From an optimization exercise on the open Yosys and OpenROAD flow, aimed at small area, a short achievable clock period and few clock cycles; shortcuts taken in it are not production practice. Where RTL was checked, it was by simulation tests only, not by an equivalence proof against the original. Power figures rest on the tool's default switching activity, not on a simulated workload.

==> flow/design.v (excerpt) <==
module raycast_column_texture_walker_core #(
  parameter int FRAC_BITS = 16
) (
  input  logic                             clk,
  input  logic                             rst_n,
  input  logic                             cfg_valid,
  output logic                             cfg_ready,
  input  logic [rctw_pkg::CFG_IDX_W-1:0]   cfg_index,
  input  logic [rctw_pkg::CFG_DATA_W-1:0]  cfg_data,
  input  logic                             in_tvalid,
  output logic                             in_tready,
  input  logic [rctw_pkg::IN_TDATA_W-1:0]  in_tdata,
  input  logic                             in_tuser,
  output logic                             out_tvalid,
  input  logic                             out_tready,
  output logic [rctw_pkg::OUT_TDATA_W-1:0] out_tdata,
  output logic [rctw_pkg::OUT_TUSER_W-1:0] out_tuser,
  output logic                             out_tlast
);
For scale: roughly 460 flip-flops, ~27000 um^2 of cells after synthesis.
Settings: LEC_CHECK=0, CAP_MARGIN=20, CORE_MARGIN=2, CORE_UTILIZATION=60, SLEW_MARGIN=20; clock period 10.0 ns.
standard.sh (not shown) runs the stock make flow with config.mk's settings and CLKGATE_MAP_FILE= SYNTH_SCRIPT=/design/flow/synth_recipe.tcl, a recipe that flattens the netlist after the stock synthesis.
==> flow/flow/run.sh <==
#!/bin/bash
set -euo pipefail
MARGIN=$(cat flow/margin.txt)
sed -E "s/ SETUP_SLACK_MARGIN=[^ ]*//; s/CLKGATE_MAP_FILE= /CLKGATE_MAP_FILE= SETUP_SLACK_MARGIN=$MARGIN /" standard.sh > standard_margin.sh
grep -q "SETUP_SLACK_MARGIN=$MARGIN " standard_margin.sh
bash standard_margin.sh synth > make_synth.log 2>&1
bash standard_margin.sh finish > make_finish.log 2>&1
test -s out/final.def
==> flow/flow/margin.txt <==
6.3
The baseline passed the timing, design-rule and antenna checks.
Edit:
==> flow/flow/margin.txt (replaced) <==
6.5
--- a/flow/config.mk
+++ b/flow/config.mk
@@ -8,4 +8,4 @@
 export CAP_MARGIN = 20
 export CORE_MARGIN = 2
-export CORE_UTILIZATION = 60
+export CORE_UTILIZATION = 70
 export SLEW_MARGIN = 20
The changed run completed with no timing, DRC or antenna violations.
Maximum frequency went up by 0.36%.
Worst setup slack gains 0.013 ns.
Flip-flop and latch count does not change.
Area after synthesis is unchanged.
Synthesized cell count stays the same.
Count of clock-buffer cells in the layout went down by 3.
Sequential share of layout area went down by 0.54 points.
Wire length went up by 9.9%.
Sequential power stays flat.
Global-route usage went up by 7.3 points.
No functional check of the RTL was part of any run of this note.

---

== sierra ==
Another version of the RTL of raycast_column_texture_walker_core (not shown whole).
For scale: about 3,000 cells after synthesis, roughly 460 flip-flops.
clock: 10.0 ns
lec_check: 0
cap_margin: 20
core_margin: 2
core_utilization: 60
slew_margin: 20
==> flow/flow/margin.txt <==
6.5
Scripts as last shown in full above: flow/flow/run.sh
Testbench counts of sierra, summed over its fixed seeds: cycles 27,984.
Changes in garnet relative to sierra:
==> flow/flow/run.sh <==
#!/bin/bash
# Standard layout (the standard.sh: standard synthesis, ORFS floorplan to
# finish, same SDC), with two make settings added on its command line:
#  * BUFFER_PORTS_ARGS from flow/ports.txt: the cell buffer_ports puts on every
#    input and output port (it still buffers every port).
# Each make run's full output goes to its own log here.
set -euo pipefail
MARGIN=$(cat flow/margin.txt)
PORTBUF=$(cat flow/ports.txt)
sed -E "s/ SETUP_SLACK_MARGIN=[^ ]*//; s/CLKGATE_MAP_FILE= /CLKGATE_MAP_FILE= SETUP_SLACK_MARGIN=$MARGIN 'BUFFER_PORTS_ARGS=-buffer_cell $PORTBUF' /" standard.sh > standard_margin.sh
grep -q "SETUP_SLACK_MARGIN=$MARGIN " standard_margin.sh
bash standard_margin.sh synth > make_synth.log 2>&1
bash standard_margin.sh finish > make_finish.log 2>&1
test -s out/final.def
==> flow/flow/margin.txt <==
6.3
==> flow/flow/ports.txt (new file) <==
sky130_fd_sc_hd__buf_2
### Flow results
garnet vs. sierra: maximum frequency now sits higher; final instance area -about 7%; shortest period the worst path allows shrank by 0.19 ns; worst-case setup margin in the final layout rose 0.19 ns.
On initial antenna violation count: between sierra and garnet, it ends up higher for sierra.
Per the comparison of garnet with sierra, switching power of the nets now sits lower; final weighted congestion in routability-driven placement decreased about 3.3%; part of the total power dissipated in the clock network went down by 0.2 points; sequential cell area comparable.
Both conditions hold for garnet: the flow ran to the end and the final layout passed the timing, design-rule and antenna checks.
[compare] base=sierra new=garnet: total power shows a reduction of 4.9%; register-to-register slack shows no meaningful change.

---

raycast_column_texture_walker_core, a different RTL version from the one above (not shown whole).
Size in the first run: about 3,200 cells after synthesis, ~450 flip-flops, about 270 I/O pins.
Settings: LEC_CHECK=0, CAP_MARGIN=20, CORE_MARGIN=2, CORE_UTILIZATION=60, SLEW_MARGIN=20; clock period 10.0 ns.
==> flow/flow/run.sh <==
#!/bin/bash
set -euo pipefail
MARGIN=$(cat flow/margin.txt)
sed -E "s/ SETUP_SLACK_MARGIN=[^ ]*//; s/CLKGATE_MAP_FILE= /CLKGATE_MAP_FILE= SETUP_SLACK_MARGIN=$MARGIN /" standard.sh > standard_margin.sh
grep -q "SETUP_SLACK_MARGIN=$MARGIN " standard_margin.sh
bash standard_margin.sh synth > make_synth.log 2>&1
bash standard_margin.sh finish > make_finish.log 2>&1
test -s out/final.def
==> flow/flow/margin.txt <==
7
Change:
==> flow/run.sh (new file) <==
#!/bin/bash
# synth_recipe.tcl (not shown) runs the flow's synth.tcl, then flattens the netlist and writes it again
# the make line also repeats each setting of config.mk as NAME=value (left out here)
make -C /OpenROAD-flow-scripts/flow DESIGN_CONFIG=/design/flow/config.mk WORK_HOME=/design/flow/orfs CLKGATE_MAP_FILE= SYNTH_SCRIPT=/design/flow/synth_recipe.tcl finish
Settings changed: SETUP_SLACK_MARGIN from default to 5.
removed: flow/flow/run.sh
removed: flow/flow/margin.txt
removed: flow/standard.sh
Via count is lower by 16%.
Fmax is lower by 10%.
Design area is lower by 18%.
Non-clock buffer count is lower by 340.
Die area stays the same.
Power is lower by 21%.
Routed wire length is lower by 31%.
Sequential power is lower by about 2%.
No run of this note included a check of the RTL's function; only the layout flow was run.

---

lane 1:
raycast_column_texture_walker_core, a different RTL version from the one above (not shown whole).
Size: roughly 0.028 mm2 of cells after synthesis.
Settings: LEC_CHECK=0, CAP_MARGIN=20, CORE_MARGIN=2, CORE_UTILIZATION=60, SLEW_MARGIN=20; clock period 10.0 ns.
==> flow/flow/run.sh <==
#!/bin/bash
# Standard layout (the standard.sh: standard synthesis, ORFS floorplan to
# finish, same SDC), with two make settings added on its command line:
#  * BUFFER_PORTS_ARGS from flow/ports.txt: the cell buffer_ports puts on every
#    input and output port (it still buffers every port).
# Each make run's full output goes to its own log here.
set -euo pipefail
MARGIN=$(cat flow/margin.txt)
PORTBUF=$(cat flow/ports.txt)
sed -E "s/ SETUP_SLACK_MARGIN=[^ ]*//; s/CLKGATE_MAP_FILE= /CLKGATE_MAP_FILE= SETUP_SLACK_MARGIN=$MARGIN 'BUFFER_PORTS_ARGS=-buffer_cell $PORTBUF' /" standard.sh > standard_margin.sh
grep -q "SETUP_SLACK_MARGIN=$MARGIN " standard_margin.sh
bash standard_margin.sh synth > make_synth.log 2>&1
bash standard_margin.sh finish > make_finish.log 2>&1
test -s out/final.def
==> flow/flow/margin.txt <==
6.3
==> flow/flow/ports.txt <==
sky130_fd_sc_hd__buf_2
Lane 1 finished end to end and its layout was clean on timing, DRC and antenna.
Modified inputs, lane 2 compared to lane 1
==> flow/flow/margin.txt <==
6.6
[summary]
Summary of the comparison: largest fanout on the critical path is lower in lane 2, relative to lane 1. Lane 1 -> lane 2: number of ordinary and repair buffers in the finished layout increased by more than 10%. Clock distribution area overhead in the final layout essentially unchanged between lane 1 and lane 2. Final worst-path cycle share, lane 2 and lane 1: larger value in lane 1. Lane 2 against lane 1; total chip power is up by a few percent. [lane 2] via total after detailed routing rose 404 relative to lane 1. In the tables for lane 2 and lane 1, design area reads higher with lane 2.
Function was not checked in any run of this note: the RTL went through the layout flow alone.

-- re-timing with driven ports --
In the flow no input, the clock included, has a driving cell. The finished layouts below were timed again as built, in two steps.
Step 1 (the two cells are an assumption about what drives the block):
set clk [get_ports {clk}]
set_driving_cell -lib_cell sky130_fd_sc_hd__clkbuf_16 $clk
set_driving_cell -lib_cell sky130_fd_sc_hd__buf_2 [delete_from_list [all_inputs] $clk]
Step 2 adds t to the input delays and takes it off the output delays; t is the mean of the earliest and latest rising clock arrival at the registers after step 1. Input paths then give back, and output paths get back, about the clock's delay inside the block.
Three values: ideal, step 1, step 2; two values: the first two.
run | shift t [ns] | slack for setup (ns) | slew at the worst register clock pin (ns)
the first run of note 1 | 0.658 | 6.246 / 6.188 / 5.665 | 0.07 / 0.07
the second run of note 1 | 0.649 | 6.260 / 6.202 / 5.933 | 0.07 / 0.07
sierra | 0.649 | 6.168 / 6.107 / 5.944 | 0.07 / 0.07
garnet | 0.651 | 6.356 / 6.297 / 5.741 | 0.07 / 0.07
the first run of note 3 | 0.680 | 5.667 / 5.667 / 5.581 | 0.07 / 0.07
the second run of note 3 | 0.651 | 5.179 / 5.179 / 4.715 | 0.06 / 0.06
lane 1 | 0.669 | 6.378 / 6.412 / 5.743 | 0.07 / 0.07
lane 2 | 0.657 | 6.532 / 6.562 / 5.904 | 0.07 / 0.07
After both steps setup and hold are still met in every run listed. The setup slack of lane 1, which loses most, moves by +0.034 ns with the drivers and by -0.635 ns with both steps.
